From an optimization exercise on the open Yosys and OpenROAD flow, aimed at small area, a short achievable clock period and few clock cycles; shortcuts taken in it are not production practice. Where RTL was checked, it was by simulation tests only, not by an equivalence proof against the original. No activity file was given, so power comes from the tool's default toggle rates.

== main ==
==> flow/design.v <==
module dcache_hit (
   input  logic [7:0][24:0] tags,
   input  logic [7:0]       valid,
   input  logic [24:0]      addr_tag,
   input  logic [2:0]       idx,
   output logic             hit
);
   logic [7:0] line_hit;
   always_comb begin
      for (int i = 0; i < 8; i++) line_hit[i] = valid[i] && (tags[i] == addr_tag);
   end
   assign hit = line_hit[idx];
endmodule
module dcache_rdmux (
   input  logic [7:0][127:0] lines,
   input  logic [2:0]        idx,
   input  logic [1:0]        word,
   input  logic              use_mem,
   input  logic [127:0]      mem,
   output logic [127:0]      line,
   output logic [31:0]       rdata
);
   logic [127:0] src;
   assign line = lines[idx];
   assign src  = use_mem ? mem : line;
   assign rdata = src[word*32 +: 32];
endmodule
module dcache_controller (
   input  logic         CLK,
   input  logic         RESET_N,
   input  logic         CPU_READ,
   input  logic         CPU_WRITE,
   input  logic [31:0]  CPU_ADDRESS,
   input  logic [31:0]  CPU_WRITEDATA,
   output logic [31:0]  CPU_READDATA,
   output logic         CPU_BUSYWAIT,
   output logic         MEM_READ,
   output logic         MEM_WRITE,
   output logic [27:0]  MEM_ADDRESS,
   output logic [127:0] MEM_WRITEDATA,
   input  logic [127:0] MEM_READDATA,
   input  logic         MEM_BUSYWAIT
);
   logic [7:0][127:0] data_q;
   logic [7:0][24:0]  tag_q;
   logic [7:0]        valid_q;
   logic [7:0]        dirty_q;
   logic              req_old_q;
   logic [24:0]  addr_tag;
   logic [2:0]   addr_idx;
   logic [1:0]   addr_word;
   logic         access;
   logic [24:0]  line_tag;
   logic [127:0] line_data;
   logic         line_vd;
   logic         hit;
   logic         mem_done;
   logic         fill;
   logic         wb_done;
   logic         store_hit;
   logic [127:0] line_in;
   logic         unused_addr_bits;
   assign addr_tag         = CPU_ADDRESS[31:7];
   assign addr_idx         = CPU_ADDRESS[6:4];
   assign addr_word        = CPU_ADDRESS[3:2];
   assign unused_addr_bits = ^CPU_ADDRESS[1:0];
   assign access = CPU_READ ^ CPU_WRITE;
   assign line_tag = tag_q[addr_idx];
   assign line_vd  = valid_q[addr_idx] && dirty_q[addr_idx];
   dcache_hit u_hit (
      .tags(tag_q), .valid(valid_q), .addr_tag(addr_tag), .idx(addr_idx), .hit(hit)
   );
   dcache_rdmux u_rd (
      .lines(data_q), .idx(addr_idx), .word(addr_word), .use_mem(req_old_q), .mem(MEM_READDATA),
      .line(line_data), .rdata(CPU_READDATA)
   );
   assign MEM_WRITE     = access && !hit && line_vd;
   assign MEM_READ      = access && !hit && !line_vd;
   assign MEM_ADDRESS   = line_vd ? {line_tag, addr_idx} : CPU_ADDRESS[31:4];
   assign MEM_WRITEDATA = line_data;
   assign mem_done  = req_old_q && !MEM_BUSYWAIT;
   assign fill      = mem_done && !line_vd;
   assign wb_done   = mem_done && line_vd;
   assign store_hit = access && CPU_WRITE && valid_q[addr_idx] && (line_tag == addr_tag);
   assign CPU_BUSYWAIT = !hit && !fill;
   always_comb begin
      for (int w = 0; w < 4; w++) begin
         if (CPU_WRITE && addr_word == w) line_in[w*32 +: 32] = CPU_WRITEDATA;
         else                             line_in[w*32 +: 32] = MEM_READDATA[w*32 +: 32];
      end
   end
   always_ff @(posedge CLK) begin
      for (int i = 0; i < 8; i++) begin
         if (addr_idx == i) begin
            if (fill) tag_q[i] <= addr_tag;
            for (int w = 0; w < 4; w++) begin
               if (fill || (store_hit && addr_word == w)) data_q[i][w*32 +: 32] <= line_in[w*32 +: 32];
            end
            if (fill || store_hit) dirty_q[i] <= CPU_WRITE;
            else if (wb_done)      dirty_q[i] <= 1'b0;
         end
      end
   end
   always_ff @(posedge CLK or negedge RESET_N) begin
      if (!RESET_N) begin
         req_old_q <= 1'b0;
         valid_q   <= 8'd0;
      end else begin
         req_old_q <= (MEM_READ || MEM_WRITE) && !mem_done;
         if (fill) valid_q[addr_idx] <= 1'b1;
      end
   end
endmodule
==> flow/config.mk <==
export PLATFORM = sky130hd
export DESIGN_NAME = dcache_controller
export DESIGN_NICKNAME = dcache_controller
export VERILOG_FILES = /design/flow/design.v
export SDC_FILE = /design/flow/constraint.sdc
export NUM_CORES = 4
export LEC_CHECK = 0
export CAP_MARGIN = 20
export CORE_MARGIN = 2
export CORE_UTILIZATION = 55
export PLACE_DENSITY = 0.65
export SETUP_SLACK_MARGIN = 3.4
export SLEW_MARGIN = 20
export TNS_END_PERCENT = 30
==> flow/constraint.sdc <==
create_clock -name core_clock -period 9.0 [get_ports {CLK}]
set_input_delay 1.8000 -clock core_clock [delete_from_list [all_inputs] [get_ports {CLK}]]
set_output_delay 1.8000 -clock core_clock [all_outputs]
set_load 0.01 [all_outputs]
standard.sh (not shown) runs the stock make flow with config.mk's settings and CLKGATE_MAP_FILE= SYNTH_SCRIPT=/design/flow/synth_recipe.tcl, a recipe that flattens the netlist after the stock synthesis.
==> flow/flow/run.sh <==
#!/bin/bash
# Standard layout, with plain buffers on the ports (instead of delay cells), resizing free to
# change a cell's footprint, and a clock tree of fewer, smaller buffers without dummy loads.
# Every tool's output goes to a log file in this folder.
set -euo pipefail
export BUFFER_PORTS_ARGS="-buffer_cell sky130_fd_sc_hd__buf_1"
export CTS_ARGS="-sink_clustering_enable -repair_clock_nets -dont_use_dummy_load -root_buf sky130_fd_sc_hd__clkbuf_16 -buf_list {sky130_fd_sc_hd__clkbuf_8} -sink_clustering_size 16 -sink_clustering_max_diameter 60"
bash standard.sh MATCH_CELL_FOOTPRINT=0 finish > standard.log 2>&1
Here is what was changed in the inputs of the feature branch compared with main.
-- flow/design.v --
<<< main, line 82
   assign fill      = mem_done && !line_vd;
   assign wb_done   = mem_done && line_vd;
   assign store_hit = access && CPU_WRITE && valid_q[addr_idx] && (line_tag == addr_tag);
   assign CPU_BUSYWAIT = !hit && !fill;
   always_comb begin
>>> the feature branch, line 82
   assign fill      = mem_done && !line_vd;
   assign wb_done   = mem_done && line_vd;
   assign store_hit = access && CPU_WRITE && hit;
   assign CPU_BUSYWAIT = !hit && !fill;
   always_comb begin
Notes after the runs:
- ~same reported clock group power in the feature branch and main
- Measured against main, the weighted congestion at the end of routability-driven global placement of the feature branch comes out at 0.948 times the reference value.
- | maximum clock frequency | the feature branch vs main | 0.67% lower |
- Delta (the feature branch minus main): clock power share has increased; total of fill cells in the finished design has increased; critical path arrival has decreased.
- Run comparison: the feature branch end of the critical path CPU_READDATA[2]; main end of the critical path data_q[177]$_DFFE_PP_
- Sequential share of cell area, the feature branch and main: lower on main
- Row aggregate routed wire length: the feature branch lower / main higher
- The feature branch vs. main: post-placement cell count saw a decrease, total setup buffers inserted after CTS has decreased, area growth from synthesis to final layout dropped 1.5 points, detailed placement HPWL did not really move.
No run of this note included a check of the RTL's function; only the layout flow was run.

---

== 08-07 ==
dcache_controller, a different RTL version from the one above (not shown whole).
Size in the first run: about 2,800 cells after synthesis, ~390 I/O pins, about 0.053 mm² of cells after synthesis.
==> module dcache_rdmux, before the edit <==
module dcache_rdmux (
   input  logic [7:0][127:0] lines,
   input  logic [2:0]        idx,
   input  logic [1:0]        word,
   input  logic              use_mem,
   input  logic [127:0]      mem,
   output logic [127:0]      line,
   output logic [31:0]       rdata
);
   assign line  = use_mem ? mem : lines[idx];
   assign rdata = line[word*32 +: 32];
endmodule
==> module dcache_controller, before the edit <==
module dcache_controller (
   input  logic         CLK,
   input  logic         RESET_N,
   input  logic         CPU_READ,
   input  logic         CPU_WRITE,
   input  logic [31:0]  CPU_ADDRESS,
   input  logic [31:0]  CPU_WRITEDATA,
   output logic [31:0]  CPU_READDATA,
   output logic         CPU_BUSYWAIT,
   output logic         MEM_READ,
   output logic         MEM_WRITE,
   output logic [27:0]  MEM_ADDRESS,
   output logic [127:0] MEM_WRITEDATA,
   input  logic [127:0] MEM_READDATA,
   input  logic         MEM_BUSYWAIT
);
   logic [7:0][127:0] data_q;
   logic [7:0][24:0]  tag_q;
   logic [7:0]        valid_q;
   logic [7:0]        dirty_q;
   logic              req_old_q;
   logic              reading_q;
   logic [24:0]  addr_tag;
   logic [2:0]   addr_idx;
   logic [1:0]   addr_word;
   logic         access;
   logic [24:0]  line_tag;
   logic [127:0] line_data;
   logic         line_vd;
   logic         hit;
   logic         mem_done;
   logic         fill;
   logic         wb_done;
   logic         store_hit;
   logic [127:0] line_in;
   logic         unused_addr_bits;
   assign addr_tag         = CPU_ADDRESS[31:7];
   assign addr_idx         = CPU_ADDRESS[6:4];
   assign addr_word        = CPU_ADDRESS[3:2];
   assign unused_addr_bits = ^CPU_ADDRESS[1:0];
   assign access = CPU_READ ^ CPU_WRITE;
   assign line_tag = tag_q[addr_idx];
   assign line_vd  = valid_q[addr_idx] && dirty_q[addr_idx];
   dcache_hit u_hit (
      .tags(tag_q), .valid(valid_q), .addr_tag(addr_tag), .idx(addr_idx), .hit(hit)
   );
   dcache_rdmux u_rd (
      .lines(data_q), .idx(addr_idx), .word(addr_word), .use_mem(reading_q), .mem(MEM_READDATA),
      .line(line_data), .rdata(CPU_READDATA)
   );
   assign MEM_WRITE     = access && !hit && line_vd;
   assign MEM_READ      = access && !hit && !line_vd;
   assign MEM_ADDRESS   = line_vd ? {line_tag, addr_idx} : CPU_ADDRESS[31:4];
   assign MEM_WRITEDATA = line_data;
   assign mem_done  = req_old_q && !MEM_BUSYWAIT;
   assign fill      = mem_done && !line_vd;
   assign wb_done   = mem_done && line_vd;
   assign store_hit = access && CPU_WRITE && hit;
   assign CPU_BUSYWAIT = !hit && !fill;
   always_comb begin
      for (int w = 0; w < 4; w++) begin
         if (CPU_WRITE && addr_word == w) line_in[w*32 +: 32] = CPU_WRITEDATA;
         else                             line_in[w*32 +: 32] = MEM_READDATA[w*32 +: 32];
      end
   end
   always_ff @(posedge CLK) begin
      for (int i = 0; i < 8; i++) begin
         if (addr_idx == i) begin
            if (fill) tag_q[i] <= addr_tag;
            for (int w = 0; w < 4; w++) begin
               if (fill || (store_hit && addr_word == w)) data_q[i][w*32 +: 32] <= line_in[w*32 +: 32];
            end
            if (fill || store_hit) dirty_q[i] <= CPU_WRITE;
            else if (wb_done)      dirty_q[i] <= 1'b0;
         end
      end
   end
   always_ff @(posedge CLK or negedge RESET_N) begin
      if (!RESET_N) begin
         req_old_q <= 1'b0;
         reading_q <= 1'b0;
         valid_q   <= 8'd0;
      end else begin
         req_old_q <= (MEM_READ || MEM_WRITE) && !mem_done;
         reading_q <= MEM_READ && !mem_done;
         if (fill) valid_q[addr_idx] <= 1'b1;
      end
   end
endmodule
Settings: LEC_CHECK=0, CAP_MARGIN=20, CORE_MARGIN=2, CORE_UTILIZATION=55, PLACE_DENSITY=0.65, SETUP_SLACK_MARGIN=3.4, SLEW_MARGIN=20, TNS_END_PERCENT=30; clock period 9.0 ns.
Scripts as last shown in full above: flow/flow/run.sh
> inputs changed (08-07 -> 10-09)
-- flow/design.v --
<<< 08-07, line 21
   output logic [31:0]       rdata
);
   assign line  = use_mem ? mem : lines[idx];
   assign rdata = line[word*32 +: 32];
endmodule
module dcache_controller (
>>> 10-09, line 21
   output logic [31:0]       rdata
);
   assign line = lines[idx];
   always_comb begin
      if (use_mem) rdata = mem[word*32 +: 32];
      else         rdata = line[word*32 +: 32];
   end
endmodule
module dcache_controller (
<<< 08-07, line 45
   logic [7:0]        dirty_q;
   logic              req_old_q;
   logic              reading_q;
   logic [24:0]  addr_tag;
   logic [2:0]   addr_idx;
>>> 10-09, line 48
   logic [7:0]        dirty_q;
   logic              req_old_q;
   logic [24:0]  addr_tag;
   logic [2:0]   addr_idx;
<<< 08-07, line 71
   );
   dcache_rdmux u_rd (
      .lines(data_q), .idx(addr_idx), .word(addr_word), .use_mem(reading_q), .mem(MEM_READDATA),
      .line(line_data), .rdata(CPU_READDATA)
   );
>>> 10-09, line 73
   );
   dcache_rdmux u_rd (
      .lines(data_q), .idx(addr_idx), .word(addr_word), .use_mem(req_old_q), .mem(MEM_READDATA),
      .line(line_data), .rdata(CPU_READDATA)
   );
<<< 08-07, line 104
      if (!RESET_N) begin
         req_old_q <= 1'b0;
         reading_q <= 1'b0;
         valid_q   <= 8'd0;
      end else begin
         req_old_q <= (MEM_READ || MEM_WRITE) && !mem_done;
         reading_q <= MEM_READ && !mem_done;
         if (fill) valid_q[addr_idx] <= 1'b1;
      end
>>> 10-09, line 106
      if (!RESET_N) begin
         req_old_q <= 1'b0;
         valid_q   <= 8'd0;
      end else begin
         req_old_q <= (MEM_READ || MEM_WRITE) && !mem_done;
         if (fill) valid_q[addr_idx] <= 1'b1;
      end
Notes after the runs:
Looking at design area, 10-09 sits about 0.55% lower than 08-07 does. On number of synthesized register bits, 10-09 and 08-07 are basically level. In the reports for 10-09 and 08-07, the smaller static leakage power belongs to 08-07. Taking 08-07 as the reference, in 10-09 synthesized area now larger, maximum frequency moved up, period utilization dropped 1.2 points, first-pass GRT wire length lower. Power: 10-09 better than 08-07. 10-09 ended with more worst setup slack after layout than 08-07.
Testbench counts of 10-09, summed over its fixed seeds: cycles 72,898.
For 08-07, only the layout was checked, not whether the RTL still works.

-- port drivers added, routing unchanged --
No port has a modelled driver above. Below, the same layouts with a new extraction and two added sets of constraints. Step 1 sets driving cells, clkbuf_16 on the clock port and buf_2 on the other inputs (assumed; they add their load-dependent delay and slew). Step 2 adds t to the input delays and takes it off the output delays; t is the mean of the earliest and latest rising clock arrival at the registers after step 1. Input paths then give back, and output paths get back, about the clock's delay inside the block. Slacks: ideal / step 1 / step 2; pairs: ideal / step 1.
| run | t (ns) | slack for setup (ns) | hold WS [ns] | latest minus earliest clock arrival (ns) | slew at the worst register clock pin (ns) |
|---|---|---|---|---|---|
| main | 0.713 | 3.357 / 3.024 / 2.359 | 0.497 / 0.497 / 0.497 | 0.072 / 0.072 | 0.11 / 0.11 |
| the feature branch | 0.711 | 3.319 / 2.998 / 2.998 | 0.479 / 0.479 / 0.479 | 0.098 / 0.099 | 0.11 / 0.11 |
| 08-07 | 0.704 | 3.252 / 2.864 / 2.729 | 0.484 / 0.484 / 0.484 | 0.061 / 0.061 | 0.11 / 0.11 |
| 10-09 | 0.699 | 3.358 / 2.981 / 2.908 | 0.471 / 0.471 / 0.471 | 0.059 / 0.059 | 0.11 / 0.11 |
After both steps every run listed still meets setup and hold. The setup slack of main, which loses most, moves by -0.333 ns with the drivers and by -0.998 ns with both steps.
